From an optimization exercise on the open Yosys and OpenROAD flow, aimed at small area and a short achievable clock period; shortcuts taken in it are not production practice. RTL that was checked went through simulation tests only; none was proved equivalent to the original. No activity file was given, so power comes from the tool's default toggle rates.

==> inputs of run a <==
==> flow/design.v <==
`timescale 1ns/1ps
`default_nettype none
package rob_cfg_pkg;
    localparam int WAY = 2;
    localparam int ROB_DEPTH    = 16;
    localparam int ROB_ID_WIDTH = 4;
    localparam int ARCH_WIDTH = 5;
    localparam int PRF_WIDTH  = 6;
    localparam int CDB_CHANNELS = 3;
    localparam int FULL_THRESHOLD = 2 * WAY;
    typedef logic [ROB_ID_WIDTH-1:0] rob_id_t;
    typedef logic [ROB_ID_WIDTH:0]   rob_ptr_t;
endpackage
`default_nettype wire
`timescale 1ns/1ps
`default_nettype none
module rob_top (
    input  logic         clk,
    input  logic         rst_n,
    input  logic         alloc_en,
    input  logic [27:0]  alloc_lanes,
    output logic [7:0]   tail_ids,
    input  logic [116:0] cdb,
    output logic [23:0]  commit_lanes,
    output logic         flush,
    output logic [31:0]  redirect_pc,
    output logic         full,
    output logic [1:0]   status
);
    localparam int N    = rob_cfg_pkg::ROB_DEPTH;
    localparam int NP   = N / 2;
    localparam int NCDB = rob_cfg_pkg::CDB_CHANNELS;
    function automatic logic [3:0] inc4(input logic [3:0] x);
        inc4 = {x[3] ^ (x[2] & x[1] & x[0]), x[2] ^ (x[1] & x[0]), x[1] ^ x[0], !x[0]};
    endfunction
    function automatic logic [3:0] dec4(input logic [3:0] x);
        dec4 = {x[3] ^ !(x[2] | x[1] | x[0]), x[2] ^ !(x[1] | x[0]), x[1] ^ !x[0], !x[0]};
    endfunction
    function automatic logic [2:0] inc3(input logic [2:0] x);
        inc3 = {x[2] ^ (x[1] & x[0]), x[1] ^ x[0], !x[0]};
    endfunction
    function automatic logic lt4(input logic [3:0] a, input logic [3:0] b);
        logic [3:0] g, p;
        g = ~a & b;
        p = ~a | b;
        lt4 = g[3] || (p[3] && g[2]) || (p[3] && p[2] && g[1]) || (p[3] && p[2] && p[1] && g[0]);
    endfunction
    logic [N-1:0]  st_a, st_b;
    logic [10:0]   e_d [N];     
    logic [3:0]  head;
    logic [2:0]  tail3;         
    logic [3:0]  occ;           
    logic        full_r, empty_r;
    logic        c0_r, c1_r, flush_r;
    logic [10:0] l0_r, l1_r;
    logic        mp_v;          
    logic [3:0]  mp_id;         
    logic [31:0] mp_pc;
    assign tail_ids     = {tail3, 1'b1, tail3, 1'b0};
    assign full         = full_r;
    assign status       = {full_r, empty_r};
    assign flush        = flush_r;
    assign redirect_pc  = mp_pc;
    assign commit_lanes = {c1_r, l1_r, c0_r, l0_r};
    logic [NCDB-1:0]       cv, ctk;
    logic [NCDB-1:0][3:0]  cid;
    logic [NCDB-1:0][31:0] cpc;
    logic [1:0]            la, lb, ldai;
    logic [1:0][10:0]      ld;
    always_comb begin
        for (int c = 0; c < NCDB; c++) begin
            cv[c]  = cdb[c*39 + 38];
            cid[c] = cdb[c*39 + 34 +: 4];
            ctk[c] = cdb[c*39 + 32];
            cpc[c] = cdb[c*39 +: 32];
        end
        for (int l = 0; l < 2; l++) begin
            ld[l]   = alloc_lanes[l*14 + 3 +: 11];
            ldai[l] = alloc_lanes[l*14 + 2];
            la[l] = !alloc_lanes[l*14 + 2] && (!alloc_lanes[l*14 + 1] ||  alloc_lanes[l*14 + 0]);
            lb[l] = !alloc_lanes[l*14 + 2] && (!alloc_lanes[l*14 + 1] || !alloc_lanes[l*14 + 0]);
        end
    end
    logic       clr, acc;
    logic [3:0] hn, hn1, k, k_in;
    logic       k0, k1, kge2, kge11, kge13;
    assign clr  = !rst_n || flush_r;
    assign acc  = alloc_en && !full_r;
    assign hn   = c1_r ? inc4(inc4(head)) : c0_r ? inc4(head) : head;
    assign hn1  = inc4(hn);
    assign k    = c1_r ? dec4(dec4(occ)) : c0_r ? dec4(occ) : occ;
    assign k0    = (k == 4'd0);
    assign k1    = (k == 4'd1);
    assign kge2  = k[3] || k[2] || k[1];
    assign kge11 = k[3] && (k[2] || (k[1] && k[0]));
    assign kge13 = k[3] && k[2] && (k[1] || k[0]);
    assign k_in  = {k[3] ^ (k[2] & k[1]), k[2] ^ k[1], !k[1], k[0]};    
    always_ff @(posedge clk) begin
        if (clr) begin
            head    <= '0;
            tail3   <= '0;
            occ     <= '0;
            full_r  <= 1'b0;
            empty_r <= 1'b1;
        end else begin
            head    <= hn;
            tail3   <= acc ? inc3(tail3) : tail3;
            occ     <= acc ? k_in : k;
            full_r  <= acc ? kge11 : kge13;
            empty_r <= !acc && k0;
        end
    end
    logic [NCDB-1:0][N-1:0] cdec;
    logic [N-1:0]           hit;
    always_comb begin
        for (int c = 0; c < NCDB; c++)
            for (int i = 0; i < N; i++)
                cdec[c][i] = cv[c] && (cid[c] == 4'(i));
        hit = cdec[0] | cdec[1] | cdec[2];
    end
    always_ff @(posedge clk) begin
        for (int i = 0; i < N; i++) begin
            if (tail3 == 3'(i / 2)) e_d[i] <= ld[i%2];
            if (hit[i]) begin
                st_a[i] <= 1'b0;
                st_b[i] <= 1'b0;
            end else if (tail3 == 3'(i / 2)) begin
                st_a[i] <= la[i%2];
                st_b[i] <= lb[i%2];
            end
        end
    end
    logic [2:0]  pe, po;
    logic [10:0] dev, dod, ds0, ds1;
    logic        aev, bev, aod, bod, sa0, sb0, sa1, sb1;
    logic        hit0, hit1, cmis0, cmis1;
    logic        rdy0, rdy1, live0, live1, mis0, mis1, c0_n, c1_n;
    assign po  = hn[3:1];
    assign pe  = hn1[3:1];
    always_comb begin
        dev = '0; dod = '0; aev = 1'b0; bev = 1'b0; aod = 1'b0; bod = 1'b0;
        for (int p = 0; p < NP; p++) begin
            dev = dev | (e_d[2*p]   & {11{pe == 3'(p)}});
            dod = dod | (e_d[2*p+1] & {11{po == 3'(p)}});
            aev = aev | (st_a[2*p]   && pe == 3'(p));
            bev = bev | (st_b[2*p]   && pe == 3'(p));
            aod = aod | (st_a[2*p+1] && po == 3'(p));
            bod = bod | (st_b[2*p+1] && po == 3'(p));
        end
    end
    assign ds0 = hn[0] ? dod : dev;
    assign ds1 = hn[0] ? dev : dod;
    assign sa0 = hn[0] ? aod : aev;
    assign sb0 = hn[0] ? bod : bev;
    assign sa1 = hn[0] ? aev : aod;
    assign sb1 = hn[0] ? bev : bod;
    always_comb begin
        hit0 = 1'b0; hit1 = 1'b0; cmis0 = 1'b0; cmis1 = 1'b0;
        for (int c = 0; c < NCDB; c++) begin
            if (cv[c] && (cid[c] == hn)) begin
                hit0  = 1'b1;
                cmis0 = cmis0 || (ctk[c] ? (!sa0 && sb0) : (sa0 && !sb0));
            end
            if (cv[c] && (cid[c] == hn1)) begin
                hit1  = 1'b1;
                cmis1 = cmis1 || (ctk[c] ? (!sa1 && sb1) : (sa1 && !sb1));
            end
        end
    end
    assign live0 = !k0 || acc;
    assign live1 = kge2 || acc;
    assign rdy0  = !k0 ? ((!sa0 && !sb0) || hit0) : ldai[0];
    assign rdy1  = kge2 ? ((!sa1 && !sb1) || hit1) : k1 ? ldai[0] : ldai[1];
    assign mis0  = !k0 && ((mp_v && (mp_id == hn))  || cmis0);
    assign mis1  = kge2 && ((mp_v && (mp_id == hn1)) || cmis1);
    assign c0_n  = !clr && live0 && rdy0;
    assign c1_n  = c0_n && !mis0 && live1 && rdy1;
    always_ff @(posedge clk) begin
        c0_r    <= c0_n;
        c1_r    <= c1_n;
        flush_r <= c0_n && (mis0 || (live1 && rdy1 && mis1));
        l0_r    <= !k0 ? ds0 : ld[0];
        l1_r    <= kge2 ? ds1 : k1 ? ld[0] : ld[1];
    end
    logic [NCDB-1:0] cmis, cmist, cmisn, cwrap, cbeat, csel;
    logic [NCDB-1:0][NCDB-1:0] cold;    
    logic            hwrap;
    logic [NCDB-1:0] cltm;
    logic [3:0][3:0] cgt, cgn;
    assign hwrap = lt4(mp_id, head);
    always_comb begin
        for (int c = 0; c < NCDB; c++) begin
            for (int g = 0; g < 4; g++) begin
                cgt[g] = (~st_a[4*g +: 4]) >> cid[c][1:0];
                cgn[g] = (~st_b[4*g +: 4]) >> cid[c][1:0];
            end
            cmist[c] = cv[c] && cgt[cid[c][3:2]][0];
            cmisn[c] = cv[c] && cgn[cid[c][3:2]][0];
            cmis[c]  = ctk[c] ? cmist[c] : cmisn[c];
            cwrap[c] = lt4(cid[c], head);
            cltm[c]  = lt4(cid[c], mp_id);
            cbeat[c] = !mp_v || (cwrap[c] ? (hwrap && cltm[c]) : (hwrap || cltm[c]));
        end
        for (int c = 0; c < NCDB; c++)
            for (int d = 0; d < NCDB; d++)
                cold[c][d] = cwrap[c] ? (cwrap[d] && lt4(cid[c], cid[d])) : (cwrap[d] || lt4(cid[c], cid[d]));
        for (int c = 0; c < NCDB; c++) begin
            csel[c] = cmis[c] && cbeat[c];
            for (int d = 0; d < NCDB; d++)
                if (d != c) csel[c] = csel[c] && (!cmis[d] || cold[c][d]);
        end
    end
    always_ff @(posedge clk) begin
        if (clr) mp_v <= 1'b0;
        else     mp_v <= mp_v || (|cmis);
        if (|csel) begin
            mp_pc <= ({32{csel[0]}} & cpc[0]) | ({32{csel[1]}} & cpc[1]) | ({32{csel[2]}} & cpc[2]);
            mp_id <= ({4{csel[0]}} & cid[0]) | ({4{csel[1]}} & cid[1]) | ({4{csel[2]}} & cid[2]);
        end
    end
endmodule
`default_nettype wire
==> flow/flow/run.sh <==
#!/bin/bash
# The standard layout (standard.sh), with one change: the port buffers
# that global placement inserts are plain sky130_fd_sc_hd__buf_1 cells
# instead of the delay cells buffer_ports picks by default.
# make's full output goes to standard.log; ORFS keeps each step's log
# under orfs/logs/.
set -euo pipefail
export BUFFER_PORTS_ARGS="-buffer_cell sky130_fd_sc_hd__buf_1"
bash standard.sh > standard.log 2>&1
==> flow/standard.sh <==
#!/bin/bash
# synth_recipe.tcl (not shown) runs the flow's synth.tcl, then flattens the netlist and writes it again
# the make line also repeats each setting of config.mk as NAME=value (left out here)
make -C /OpenROAD-flow-scripts/flow DESIGN_CONFIG=/design/flow/config.mk WORK_HOME=/design/flow/orfs CLKGATE_MAP_FILE= SYNTH_SCRIPT=/design/flow/synth_recipe.tcl "${@:-finish}"
==> flow/config.mk <==
export PLATFORM = sky130hd
export DESIGN_NAME = rob_top
export DESIGN_NICKNAME = rob_top
export VERILOG_FILES = /design/flow/design.v
export SDC_FILE = /design/flow/constraint.sdc
export NUM_CORES = 4
export LEC_CHECK = 0
export ABC_AREA = 1
export CAP_MARGIN = 20
export CORE_MARGIN = 2
export CORE_UTILIZATION = 40
export CTS_CLUSTER_DIAMETER = 80
export CTS_CLUSTER_SIZE = 30
export PLACE_DENSITY = 0.6
export SETUP_SLACK_MARGIN = 4.0
export SLEW_MARGIN = 20
==> flow/constraint.sdc <==
create_clock -name core_clock -period 7.0 [get_ports {clk}]
set_input_delay 1.4000 -clock core_clock [delete_from_list [all_inputs] [get_ports {clk}]]
set_output_delay 1.4000 -clock core_clock [all_outputs]
set_load 0.01 [all_outputs]
==> run b (differences from run a) <==
==> flow/design.v, changed modules only <==
module rob_top (
    input  logic         clk,
    input  logic         rst_n,
    input  logic         alloc_en,
    input  logic [27:0]  alloc_lanes,
    output logic [7:0]   tail_ids,
    input  logic [116:0] cdb,
    output logic [23:0]  commit_lanes,
    output logic         flush,
    output logic [31:0]  redirect_pc,
    output logic         full,
    output logic [1:0]   status
);
    localparam int N    = rob_cfg_pkg::ROB_DEPTH;
    localparam int NP   = N / 2;
    localparam int NCDB = rob_cfg_pkg::CDB_CHANNELS;
    function automatic logic [3:0] inc4(input logic [3:0] x);
        inc4 = {x[3] ^ (x[2] & x[1] & x[0]), x[2] ^ (x[1] & x[0]), x[1] ^ x[0], !x[0]};
    endfunction
    function automatic logic [3:0] dec4(input logic [3:0] x);
        dec4 = {x[3] ^ !(x[2] | x[1] | x[0]), x[2] ^ !(x[1] | x[0]), x[1] ^ !x[0], !x[0]};
    endfunction
    function automatic logic [2:0] inc3(input logic [2:0] x);
        inc3 = {x[2] ^ (x[1] & x[0]), x[1] ^ x[0], !x[0]};
    endfunction
    function automatic logic lt4(input logic [3:0] a, input logic [3:0] b);
        logic [3:0] e;
        e = ~(a ^ b);
        lt4 = (!a[3] && b[3])
            || (e[3] && !a[2] && b[2])
            || (e[3] && e[2] && !a[1] && b[1])
            || (e[3] && e[2] && e[1] && !a[0] && b[0]);
    endfunction
    logic [N-1:0]  st_a, st_b;
    logic [10:0]   e_d [N];     
    logic [3:0]  head;
    logic [2:0]  tail3;         
    logic [3:0]  occ;           
    logic        full_r, empty_r;
    logic        c0_r, c1_r, flush_r;
    logic [10:0] l0_r, l1_r;
    logic        mp_v;          
    logic [3:0]  mp_id;         
    logic [31:0] mp_pc;
    assign tail_ids     = {tail3, 1'b1, tail3, 1'b0};
    assign full         = full_r;
    assign status       = {full_r, empty_r};
    assign flush        = flush_r;
    assign redirect_pc  = mp_pc;
    assign commit_lanes = {c1_r, l1_r, c0_r, l0_r};
    logic [NCDB-1:0]       cv, ctk;
    logic [NCDB-1:0][3:0]  cid;
    logic [NCDB-1:0][31:0] cpc;
    logic [1:0]            la, lb, ldai;
    logic [1:0][10:0]      ld;
    always_comb begin
        for (int c = 0; c < NCDB; c++) begin
            cv[c]  = cdb[c*39 + 38];
            cid[c] = cdb[c*39 + 34 +: 4];
            ctk[c] = cdb[c*39 + 32];
            cpc[c] = cdb[c*39 +: 32];
        end
        for (int l = 0; l < 2; l++) begin
            ld[l]   = alloc_lanes[l*14 + 3 +: 11];
            ldai[l] = alloc_lanes[l*14 + 2];
            la[l] = !alloc_lanes[l*14 + 2] && (!alloc_lanes[l*14 + 1] ||  alloc_lanes[l*14 + 0]);
            lb[l] = !alloc_lanes[l*14 + 2] && (!alloc_lanes[l*14 + 1] || !alloc_lanes[l*14 + 0]);
        end
    end
    logic       clr, acc;
    logic [3:0] hn, hn1, k, k_in;
    logic       k0, k1, kge2, kge11, kge13;
    assign clr  = !rst_n || flush_r;
    assign acc  = alloc_en && !full_r;
    assign hn   = c1_r ? inc4(inc4(head)) : c0_r ? inc4(head) : head;
    assign hn1  = inc4(hn);
    assign k    = c1_r ? dec4(dec4(occ)) : c0_r ? dec4(occ) : occ;
    assign k0    = (k == 4'd0);
    assign k1    = (k == 4'd1);
    assign kge2  = k[3] || k[2] || k[1];
    assign kge11 = k[3] && (k[2] || (k[1] && k[0]));
    assign kge13 = k[3] && k[2] && (k[1] || k[0]);
    assign k_in  = {k[3] ^ (k[2] & k[1]), k[2] ^ k[1], !k[1], k[0]};    
    always_ff @(posedge clk) begin
        if (clr) begin
            head    <= '0;
            tail3   <= '0;
            occ     <= '0;
            full_r  <= 1'b0;
            empty_r <= 1'b1;
        end else begin
            head    <= hn;
            tail3   <= acc ? inc3(tail3) : tail3;
            occ     <= acc ? k_in : k;
            full_r  <= acc ? kge11 : kge13;
            empty_r <= !acc && k0;
        end
    end
    logic [N-1:0] hit;
    always_comb begin
        for (int i = 0; i < N; i++) begin
            hit[i] = 1'b0;
            for (int c = 0; c < NCDB; c++)
                if (cv[c] && (cid[c] == 4'(i))) hit[i] = 1'b1;
        end
    end
    always_ff @(posedge clk) begin
        for (int i = 0; i < N; i++) begin
            if (tail3 == 3'(i / 2)) e_d[i] <= ld[i%2];
            if (hit[i]) begin
                st_a[i] <= 1'b0;
                st_b[i] <= 1'b0;
            end else if (tail3 == 3'(i / 2)) begin
                st_a[i] <= la[i%2];
                st_b[i] <= lb[i%2];
            end
        end
    end
    logic [2:0]  pe, po;
    logic [10:0] dev, dod, ds0, ds1;
    logic        aev, bev, aod, bod, sa0, sb0, sa1, sb1;
    logic        hit0, hit1, cmis0, cmis1;
    logic        rdy0, rdy1, live0, live1, mis0, mis1, c0_n, c1_n;
    assign po  = hn[3:1];
    assign pe  = hn1[3:1];
    assign dev = e_d[{pe, 1'b0}];
    assign dod = e_d[{po, 1'b1}];
    assign aev = st_a[{pe, 1'b0}];
    assign bev = st_b[{pe, 1'b0}];
    assign aod = st_a[{po, 1'b1}];
    assign bod = st_b[{po, 1'b1}];
    assign ds0 = hn[0] ? dod : dev;
    assign ds1 = hn[0] ? dev : dod;
    assign sa0 = hn[0] ? aod : aev;
    assign sb0 = hn[0] ? bod : bev;
    assign sa1 = hn[0] ? aev : aod;
    assign sb1 = hn[0] ? bev : bod;
    always_comb begin
        hit0 = 1'b0; hit1 = 1'b0; cmis0 = 1'b0; cmis1 = 1'b0;
        for (int c = 0; c < NCDB; c++) begin
            if (cv[c] && (cid[c] == hn)) begin
                hit0  = 1'b1;
                cmis0 = cmis0 || (ctk[c] ? (!sa0 && sb0) : (sa0 && !sb0));
            end
            if (cv[c] && (cid[c] == hn1)) begin
                hit1  = 1'b1;
                cmis1 = cmis1 || (ctk[c] ? (!sa1 && sb1) : (sa1 && !sb1));
            end
        end
    end
    assign live0 = !k0 || acc;
    assign live1 = kge2 || acc;
    assign rdy0  = !k0 ? ((!sa0 && !sb0) || hit0) : ldai[0];
    assign rdy1  = kge2 ? ((!sa1 && !sb1) || hit1) : k1 ? ldai[0] : ldai[1];
    assign mis0  = !k0 && ((mp_v && (mp_id == hn))  || cmis0);
    assign mis1  = kge2 && ((mp_v && (mp_id == hn1)) || cmis1);
    assign c0_n  = !clr && live0 && rdy0;
    assign c1_n  = c0_n && !mis0 && live1 && rdy1;
    always_ff @(posedge clk) begin
        c0_r    <= c0_n;
        c1_r    <= c1_n;
        flush_r <= c0_n && (mis0 || (live1 && rdy1 && mis1));
        l0_r    <= !k0 ? ds0 : ld[0];
        l1_r    <= kge2 ? ds1 : k1 ? ld[0] : ld[1];
    end
    logic [NCDB-1:0] cmis, cwrap, cbeat, csel;
    logic            hwrap;
    assign hwrap = lt4(mp_id, head);
    always_comb begin
        for (int c = 0; c < NCDB; c++) begin
            cmis[c]  = cv[c] && (ctk[c] ? !st_a[cid[c]] : !st_b[cid[c]]);
            cwrap[c] = lt4(cid[c], head);
            cbeat[c] = !mp_v || (lt4(cid[c], mp_id) ^ cwrap[c] ^ hwrap);
        end
        for (int c = 0; c < NCDB; c++) begin
            csel[c] = cmis[c] && cbeat[c];
            for (int d = 0; d < NCDB; d++)
                if (d != c)
                    csel[c] = csel[c] && (!cmis[d] || (lt4(cid[c], cid[d]) ^ cwrap[c] ^ cwrap[d]));
        end
    end
    always_ff @(posedge clk) begin
        if (clr) mp_v <= 1'b0;
        else     mp_v <= mp_v || (|cmis);
        if (csel[0]) begin
            mp_pc <= cpc[0];
            mp_id <= cid[0];
        end else if (csel[1]) begin
            mp_pc <= cpc[1];
            mp_id <= cid[1];
        end else if (csel[2]) begin
            mp_pc <= cpc[2];
            mp_id <= cid[2];
        end
    end
endmodule
==> flow/run.sh (new file) <==
#!/bin/bash
# synth_recipe.tcl (not shown) runs the flow's synth.tcl, then flattens the netlist and writes it again
# the make line also repeats each setting of config.mk as NAME=value (left out here)
make -C /OpenROAD-flow-scripts/flow DESIGN_CONFIG=/design/flow/config.mk WORK_HOME=/design/flow/orfs CLKGATE_MAP_FILE= SYNTH_SCRIPT=/design/flow/synth_recipe.tcl finish
Settings changed: CTS_CLUSTER_DIAMETER 80 to default, CTS_CLUSTER_SIZE 30 to default, SETUP_SLACK_MARGIN 4.0 to 4.3.
removed: flow/flow/run.sh
removed: flow/standard.sh
==> summary of the runs <==
Of run b and run a, run b has the higher clock power (gap 47%, measured against run a).
Between run b and run a, the lower clock-buffer cell count is in run a (gap 29).
Via count: run a is smaller than run b (13%).
Against run b, the cell area of run a is smaller by 20%.
In run a the power is lower than in run b, by 16%.
Of run a and run b, run b has the higher non-clock buffer count (gap 80).
For run b, only the layout was checked, not whether the RTL still works.

[afterwards: timing with drivers on the ports]
The flow's constraints put no driver on any port. The routed layouts listed below were extracted and timed again, unchanged, in two steps. Step 1 (the two cells are an assumption about what drives the block):
set clk [get_ports {clk}]
set_driving_cell -lib_cell sky130_fd_sc_hd__clkbuf_16 $clk
set_driving_cell -lib_cell sky130_fd_sc_hd__buf_2 [delete_from_list [all_inputs] $clk]
Step 2 adds t to the input delays and takes it off the output delays; t is the mean of the earliest and latest rising clock arrival at the registers after step 1. Input paths then give back, and output paths get back, about the clock's delay inside the block. Slacks: ideal ports / drivers / drivers and shift; pairs: ideal ports / drivers.
run | t (ns) | setup slack, ns | worst setup path after step 2
run a | 0.574 | 3.740 / 3.708 / 3.134 | input to register
run b | 0.647 | 3.627 / 3.605 / 2.957 | input to register
After both steps every run listed still meets setup and hold. The setup slack of run b, which loses most, moves by -0.022 ns with the drivers and by -0.670 ns with both steps.
